What follows belongs to an exercise in optimizing a design on an open flow for small area; a production flow would make more cautious choices.
Only simulation tests tie the RTL to the original design; equivalence was not proved.
No activity file was given, so power comes from the tool's default toggle rates.

// bubble_pool
module bubble_pool
#(
   parameter int NUM_SLOTS = 8,
   parameter int MAX_SIZE  = 3,
   parameter int BASE_DIAM = 8,
   parameter int SCREEN_W  = 640,
   parameter int FLOOR_Y   = 440,
   parameter int X_SPEED   = 2,
   parameter int GRAVITY   = 1
)(
   input  logic                          clk,
   input  logic                          reset,
   input  logic                          startOfFrame,
   input  logic                          spawn_valid,
   output logic                          spawn_ready,
   input  logic [2:0]                    spawn_size,
   input  logic [10:0]                   spawn_x,
   input  logic [10:0]                   spawn_y,
   input  logic                          spawn_dir,
   input  logic                          hit_valid,
   input  logic [$clog2(NUM_SLOTS)-1:0]  hit_slot,
   input  logic [10:0]                   pixelX,
   input  logic [10:0]                   pixelY,
   output logic                          drawingRequest,
   output logic [$clog2(NUM_SLOTS)-1:0]  drawSlot,
   output logic [2:0]                    drawSize,
   output logic [10:0]                   offsetX,
   output logic [10:0]                   offsetY,
   output logic [$clog2(NUM_SLOTS):0]    activeCount,
   output logic                          split,
   output logic                          allCleared
);
   localparam int N  = 8;
   localparam int SW = 3;
   localparam logic [1:0] S_IDLE   = 2'd0;
   localparam logic [1:0] S_UPDATE = 2'd1;
   localparam logic [1:0] S_SPLIT  = 2'd2;
   localparam logic [1:0] S_DONE   = 2'd3;
   logic [N-1:0]    s_act, s_pend, s_dir;
   logic [N*2-1:0]  s_size;
   localparam logic [10:0] CPOL = 11'b111_1100_0111;
   logic [N*11-1:0] s_xn, s_yn;
   logic [N*6-1:0]  s_vy;
   logic [1:0]  state;
   logic [N-1:0] isel;    
   logic in_idle, in_upd, in_spl, in_done;
  ...
export LEC_CHECK = 0
export CAP_MARGIN = 20
export CORE_MARGIN = 2
export CORE_UTILIZATION = 40
export SLEW_MARGIN = 20
export CTS_ARGS = -sink_clustering_enable -repair_clock_nets -dont_use_dummy_load -buf_list sky130_fd_sc_hd__clkbuf_8 -sink_clustering_size 16 -sink_clustering_max_diameter 60
export SKIP_REPAIR_TIE_FANOUT = 1
export BUFFER_PORTS_ARGS = -buffer_cell sky130_fd_sc_hd__buf_1
create_clock -name core_clock -period 10.0 [get_ports {clk}]
standard.sh (not shown) runs the stock make flow with config.mk's settings and CLKGATE_MAP_FILE= SYNTH_SCRIPT=/design/flow/synth_recipe.tcl, a recipe that flattens the netlist after the stock synthesis.
==> flow/flow/run.sh <==
#!/bin/bash
# Layout flow: the standard ORFS flow (standard.sh) with these changes to how the layout
# is built:
#  - synthesis is the standard one (synth_recipe.tcl), but ABC maps the logic with the
#    area-oriented script flow/abc_area.script (read through a scripts folder that is ORFS's
#    own, file for file, except for that script);
#  - clock tree synthesis without dummy load cells, with clkbuf_8 buffers that each drive a
#    cluster of at most 16 registers within 60 um;
#  - one tie cell drives all the constant outputs (no per-output copies);
#  - the smallest buffer (buf_1) for the port buffers; every port still gets one.
# Each tool's output goes to a log in this folder (synth.log, standard.log); ORFS also keeps
# its per-step logs under orfs/logs/.
set -euo pipefail
work=$(pwd)
mkdir -p scripts_abc
for f in "$FLOW_HOME"/scripts/*; do
  ln -s "$f" scripts_abc/
done
rm scripts_abc/abc_speed.script
cp flow/abc_area.script scripts_abc/abc_speed.script
cat >> config.mk <<'EOC'
export CTS_ARGS = -sink_clustering_enable -repair_clock_nets -dont_use_dummy_load -buf_list sky130_fd_sc_hd__clkbuf_8 -sink_clustering_size 16 -sink_clustering_max_diameter 60
export SKIP_REPAIR_TIE_FANOUT = 1
export BUFFER_PORTS_ARGS = -buffer_cell sky130_fd_sc_hd__buf_1
EOC
bash standard.sh SCRIPTS_DIR="$work/scripts_abc" synth > synth.log 2>&1
bash standard.sh > standard.log 2>&1
==> flow/flow/abc_area.script <==
strash
dch
amap
strash
dch
amap
strash
dch
amap
topo
stime -c
Next try:
--- a/flow/flow/run.sh
+++ b/flow/flow/run.sh
@@ -22,5 +22,5 @@
 export CTS_ARGS = -sink_clustering_enable -repair_clock_nets -dont_use_dummy_load -buf_list sky130_fd_sc_hd__clkbuf_8 -sink_clustering_size 16 -sink_clustering_max_diameter 60
 export SKIP_REPAIR_TIE_FANOUT = 1
-export BUFFER_PORTS_ARGS = -buffer_cell sky130_fd_sc_hd__buf_1
+export BUFFER_PORTS_ARGS = -buffer_cell sky130_fd_sc_hd__buf_2
 EOC
 bash standard.sh SCRIPTS_DIR="$work/scripts_abc" synth > synth.log 2>&1
BUFFER_PORTS_ARGS = -buffer_cell sky130_fd_sc_hd__buf_2   (was -buffer_cell sky130_fd_sc_hd__buf_1)
Result: Area after synthesis stays the same. Power is about the same. Count of clock-buffer cells in the layout came out lower by 1. Wire length rose slightly. Via count grows by a few percent. Synthesized cell count is unchanged. Non-clock buffer count falls by 3. Global-route usage rose by 0.20 points. Final cell count is about the same. Die area stays the same. Critical path depth stays the same.
Next try:
--- a/flow/flow/run.sh
+++ b/flow/flow/run.sh
@@ -5,8 +5,6 @@
 #    area-oriented script flow/abc_area.script (read through a scripts folder that is ORFS's
 #    own, file for file, except for that script);
-#  - clock tree synthesis without dummy load cells, with clkbuf_8 buffers that each drive a
-#    cluster of at most 16 registers within 60 um;
-#  - one tie cell drives all the constant outputs (no per-output copies);
-#  - the smallest buffer (buf_1) for the port buffers; every port still gets one.
+#  - clock tree synthesis without dummy load cells;
+#  - the smallest buffer for the port buffers.
 # Each tool's output goes to a log in this folder (synth.log, standard.log); ORFS also keeps
 # its per-step logs under orfs/logs/.
@@ -22,5 +20,5 @@
 export CTS_ARGS = -sink_clustering_enable -repair_clock_nets -dont_use_dummy_load -buf_list sky130_fd_sc_hd__clkbuf_8 -sink_clustering_size 16 -sink_clustering_max_diameter 60
 export SKIP_REPAIR_TIE_FANOUT = 1
-export BUFFER_PORTS_ARGS = -buffer_cell sky130_fd_sc_hd__buf_2
+export BUFFER_PORTS_ARGS = -buffer_cell sky130_fd_sc_hd__buf_1
 EOC
 bash standard.sh SCRIPTS_DIR="$work/scripts_abc" synth > synth.log 2>&1
BUFFER_PORTS_ARGS = -buffer_cell sky130_fd_sc_hd__buf_1   (was -buffer_cell sky130_fd_sc_hd__buf_2)
- synthesized cell count stays the same
- cell area came out lower slightly
- routed wire length falls slightly
- critical path depth is unchanged
- register-to-register slack is better by 0.36 ns
- core utilization went down by 0.14 points
- worst setup slack degrades by 0.037 ns
- maximum frequency shrinks slightly
- via count falls by a few percent
- area after synthesis stays the same
Next try:
--- a/flow/flow/run.sh
+++ b/flow/flow/run.sh
@@ -5,6 +5,8 @@
 #    area-oriented script flow/abc_area.script (read through a scripts folder that is ORFS's
 #    own, file for file, except for that script);
-#  - clock tree synthesis without dummy load cells;
-#  - the smallest buffer for the port buffers.
+#  - clock tree synthesis without dummy load cells, with clkbuf_8 buffers that each drive a
+#    cluster of at most 16 registers within 60 um;
+#  - one tie cell drives all the constant outputs (no per-output copies);
+#  - the smallest buffer (buf_1) for the port buffers; every port still gets one.
 # Each tool's output goes to a log in this folder (synth.log, standard.log); ORFS also keeps
 # its per-step logs under orfs/logs/.
GPL_ROUTABILITY_DRIVEN = 0   (was not set)
GPL_TIMING_DRIVEN = 0   (was not set)
Result: Power goes down by 0.77%; worst hold slack improves by 0.0063 ns; routed wire length goes down by 6.2%; combinational power goes down by about 3%; design area goes up by 0.89%.
Next try:
GPL_ROUTABILITY_DRIVEN = not set   (was 0)
What happened: The changed run went through all stages and came out clean; worst hold slack gets better by 0.0090 ns; maximum frequency stays flat; cell count barely changes; die area stays the same; total power is about the same; cell area stays flat; worst setup slack gets better by 0.0078 ns; first-iteration DRC count fell by 3.3%; area after synthesis is unchanged; sequential share of layout area barely changes; synthesized cell count is unchanged.


== run A ==
bubble_pool, a different RTL version from the one above (not shown whole).
For scale: roughly 300 flip-flops, roughly 92 I/O pins.
==> flow/config.mk <==
export PLATFORM = sky130hd
export DESIGN_NAME = bubble_pool
export DESIGN_NICKNAME = bubble_pool
export VERILOG_FILES = /design/flow/design.v
export SDC_FILE = /design/flow/constraint.sdc
export NUM_CORES = 4
export LEC_CHECK = 0
export CAP_MARGIN = 20
export CORE_MARGIN = 2
export CORE_UTILIZATION = 40
export SLEW_MARGIN = 20
export CTS_ARGS = -sink_clustering_enable -repair_clock_nets -dont_use_dummy_load -buf_list sky130_fd_sc_hd__clkbuf_16 -sink_clustering_size 40 -sink_clustering_max_diameter 100
export BUFFER_PORTS_ARGS = -buffer_cell sky130_fd_sc_hd__buf_1
==> flow/constraint.sdc <==
create_clock -name core_clock -period 10.0 [get_ports {clk}]
set_input_delay 2.0000 -clock core_clock [delete_from_list [all_inputs] [get_ports {clk}]]
set_output_delay 2.0000 -clock core_clock [all_outputs]
set_load 0.01 [all_outputs]
==> flow/flow/run.sh <==
#!/bin/bash
# Layout flow: the standard ORFS flow (standard.sh) with these changes to how the layout
# is built:
#  - synthesis is the standard one (synth_recipe.tcl), but ABC maps the logic with the
#    area-oriented script flow/abc_area.script (read through a scripts folder that is ORFS's
#    own, file for file, except for that script);
#  - clock tree synthesis without dummy load cells;
#  - the smallest buffer for the port buffers.
# Each tool's output goes to a log in this folder (synth.log, standard.log); ORFS also keeps
# its per-step logs under orfs/logs/.
set -euo pipefail
work=$(pwd)
mkdir -p scripts_abc
for f in "$FLOW_HOME"/scripts/*; do
  ln -s "$f" scripts_abc/
done
rm scripts_abc/abc_speed.script
cp flow/abc_area.script scripts_abc/abc_speed.script
cat >> config.mk <<'EOC'
export CTS_ARGS = -sink_clustering_enable -repair_clock_nets -dont_use_dummy_load -buf_list sky130_fd_sc_hd__clkbuf_16 -sink_clustering_size 40 -sink_clustering_max_diameter 100
export BUFFER_PORTS_ARGS = -buffer_cell sky130_fd_sc_hd__buf_1
EOC
bash standard.sh SCRIPTS_DIR="$work/scripts_abc" synth > synth.log 2>&1
bash standard.sh > standard.log 2>&1
==> flow/flow/abc_area.script <==
strash
dch
amap
strash
dch
amap
topo
stime -c
--- input diff run A..run B ---
==> flow/flow/run.sh <==
#!/bin/bash
# Layout flow: the standard ORFS flow (standard.sh), with two changes to how the layout
# is built: clock tree synthesis without dummy load cells, and the smallest buffer for the
# port buffers. Every tool's output goes to standard.log in this folder (ORFS also keeps its
# per-step logs under orfs/logs/).
set -euo pipefail
cat >> config.mk <<'EOC'
export CTS_ARGS = -sink_clustering_enable -repair_clock_nets -dont_use_dummy_load -buf_list sky130_fd_sc_hd__clkbuf_8 -sink_clustering_size 16 -sink_clustering_max_diameter 60
export BUFFER_PORTS_ARGS = -buffer_cell sky130_fd_sc_hd__buf_1
EOC
bash standard.sh > standard.log 2>&1
diff --git a/flow/config.mk b/flow/config.mk
--- a/flow/config.mk
+++ b/flow/config.mk
@@ -10,4 +10,4 @@
 export CORE_UTILIZATION = 40
 export SLEW_MARGIN = 20
-export CTS_ARGS = -sink_clustering_enable -repair_clock_nets -dont_use_dummy_load -buf_list sky130_fd_sc_hd__clkbuf_16 -sink_clustering_size 40 -sink_clustering_max_diameter 100
+export CTS_ARGS = -sink_clustering_enable -repair_clock_nets -dont_use_dummy_load -buf_list sky130_fd_sc_hd__clkbuf_8 -sink_clustering_size 16 -sink_clustering_max_diameter 60
 export BUFFER_PORTS_ARGS = -buffer_cell sky130_fd_sc_hd__buf_1
removed: flow/flow/abc_area.script
==> results.txt <==
Comparing run B and run A, the lower clock network latency to the later pin of the worst-skew pair was measured on run A. From run A to run B the numbers moved as follows: sequential share of layout area now smaller; switching share of total power now smaller. Run A ended up with nor4_1 as its critical-path cell with the highest stage delay; run B ended up with nor3_1. Sort run B and run A by post-place instance area asc -> top: run A. Compared run B vs run A, and minimum setup slack in the final design is down in run B.
The following lists how run C was set up differently from run B:
==> flow/flow/run.sh <==
#!/bin/bash
# Layout flow: the standard ORFS flow (standard.sh) with these changes to how the layout
# is built:
#  - synthesis is the standard one (synth_recipe.tcl), but ABC maps the logic with the
#    area-oriented script flow/abc_area.script (read through a scripts folder that is ORFS's
#    own, file for file, except for that script);
#  - clock tree synthesis without dummy load cells;
#  - the smallest buffer for the port buffers.
# Each tool's output goes to a log in this folder (synth.log, standard.log); ORFS also keeps
# its per-step logs under orfs/logs/.
set -euo pipefail
work=$(pwd)
mkdir -p scripts_abc
for f in "$FLOW_HOME"/scripts/*; do
  ln -s "$f" scripts_abc/
done
rm scripts_abc/abc_speed.script
cp flow/abc_area.script scripts_abc/abc_speed.script
cat >> config.mk <<'EOC'
export CTS_ARGS = -sink_clustering_enable -repair_clock_nets -dont_use_dummy_load -root_buf sky130_fd_sc_hd__clkbuf_8 -buf_list sky130_fd_sc_hd__clkbuf_4 -sink_clustering_buffer sky130_fd_sc_hd__clkbuf_2 -sink_clustering_size 6 -sink_clustering_max_diameter 30
export SKIP_REPAIR_TIE_FANOUT = 1
export BUFFER_PORTS_ARGS = -buffer_cell sky130_fd_sc_hd__buf_1
EOC
bash standard.sh SCRIPTS_DIR="$work/scripts_abc" synth > synth.log 2>&1
bash standard.sh > standard.log 2>&1
==> flow/flow/abc_area.script (new file) <==
strash
dch
amap
strash
dch
amap
strash
dch
amap
topo
stime -c
diff --git a/flow/config.mk b/flow/config.mk
--- a/flow/config.mk
+++ b/flow/config.mk
@@ -10,4 +10,5 @@
 export CORE_UTILIZATION = 40
 export SLEW_MARGIN = 20
-export CTS_ARGS = -sink_clustering_enable -repair_clock_nets -dont_use_dummy_load -buf_list sky130_fd_sc_hd__clkbuf_8 -sink_clustering_size 16 -sink_clustering_max_diameter 60
+export CTS_ARGS = -sink_clustering_enable -repair_clock_nets -dont_use_dummy_load -root_buf sky130_fd_sc_hd__clkbuf_8 -buf_list sky130_fd_sc_hd__clkbuf_4 -sink_clustering_buffer sky130_fd_sc_hd__clkbuf_2 -sink_clustering_size 6 -sink_clustering_max_diameter 30
+export SKIP_REPAIR_TIE_FANOUT = 1
 export BUFFER_PORTS_ARGS = -buffer_cell sky130_fd_sc_hd__buf_1
==> comparison <==
- Run C: final cell count lower than run B
- Summary of run C over run B: cell-internal power picked up an extra 17%; register area share after synthesis picked up an extra 2.8 points.
- Looking at post-route cell area across both flows, run C is the stronger of the two, with run B trailing.
- Re number of fill cells: run B and run C aren't equal, and the higher value belongs to run B.
- Between run B and run C, cell count after placement decreased.
- Looking at wire length per cell after detailed routing, run C sits below run B.
- Run C vs run B — non-clock buffer count rose 7.2%.

-- separate check: timing with driven ports --
In the flow no input, the clock included, has a driving cell. The finished layouts below were timed again as built, in two steps.
Step 1 assumes that a clkbuf_16 drives the clock port and a buf_2 every other input.
Step 2 also shifts input and output timing later by t, the mid clock arrival at the registers, as if the neighbouring blocks saw the same clock.
Three values: ideal ports, drivers, drivers and shift; two values: the first two.
run	t (ns)	setup WS [ns]	worst register clock-pin slew, ns
the first run of note 1	0.643	0.907 / 0.932 / 0.288	0.10 / 0.10
the second run of note 1	0.653	0.944 / 0.972 / 0.318	0.11 / 0.11
the third run of note 1	0.643	0.907 / 0.932 / 0.288	0.10 / 0.10
the fourth run of note 1	0.652	0.293 / 0.326 / -0.326	0.10 / 0.10
the fifth run of note 1	0.651	0.301 / 0.327 / -0.324	0.11 / 0.11
run A	0.574	1.253 / 1.267 / 0.693	0.12 / 0.12
run B	0.674	1.204 / 1.231 / 0.556	0.11 / 0.11
run C	0.625	0.871 / 0.871 / 0.558	0.11 / 0.11
With both steps, setup timing fails in the fourth run of note 1 and the fifth run of note 1, where it was met with ideal ports. For run B, which loses most, drivers alone change the setup slack by +0.027 ns; drivers and shift together by -0.648 ns.
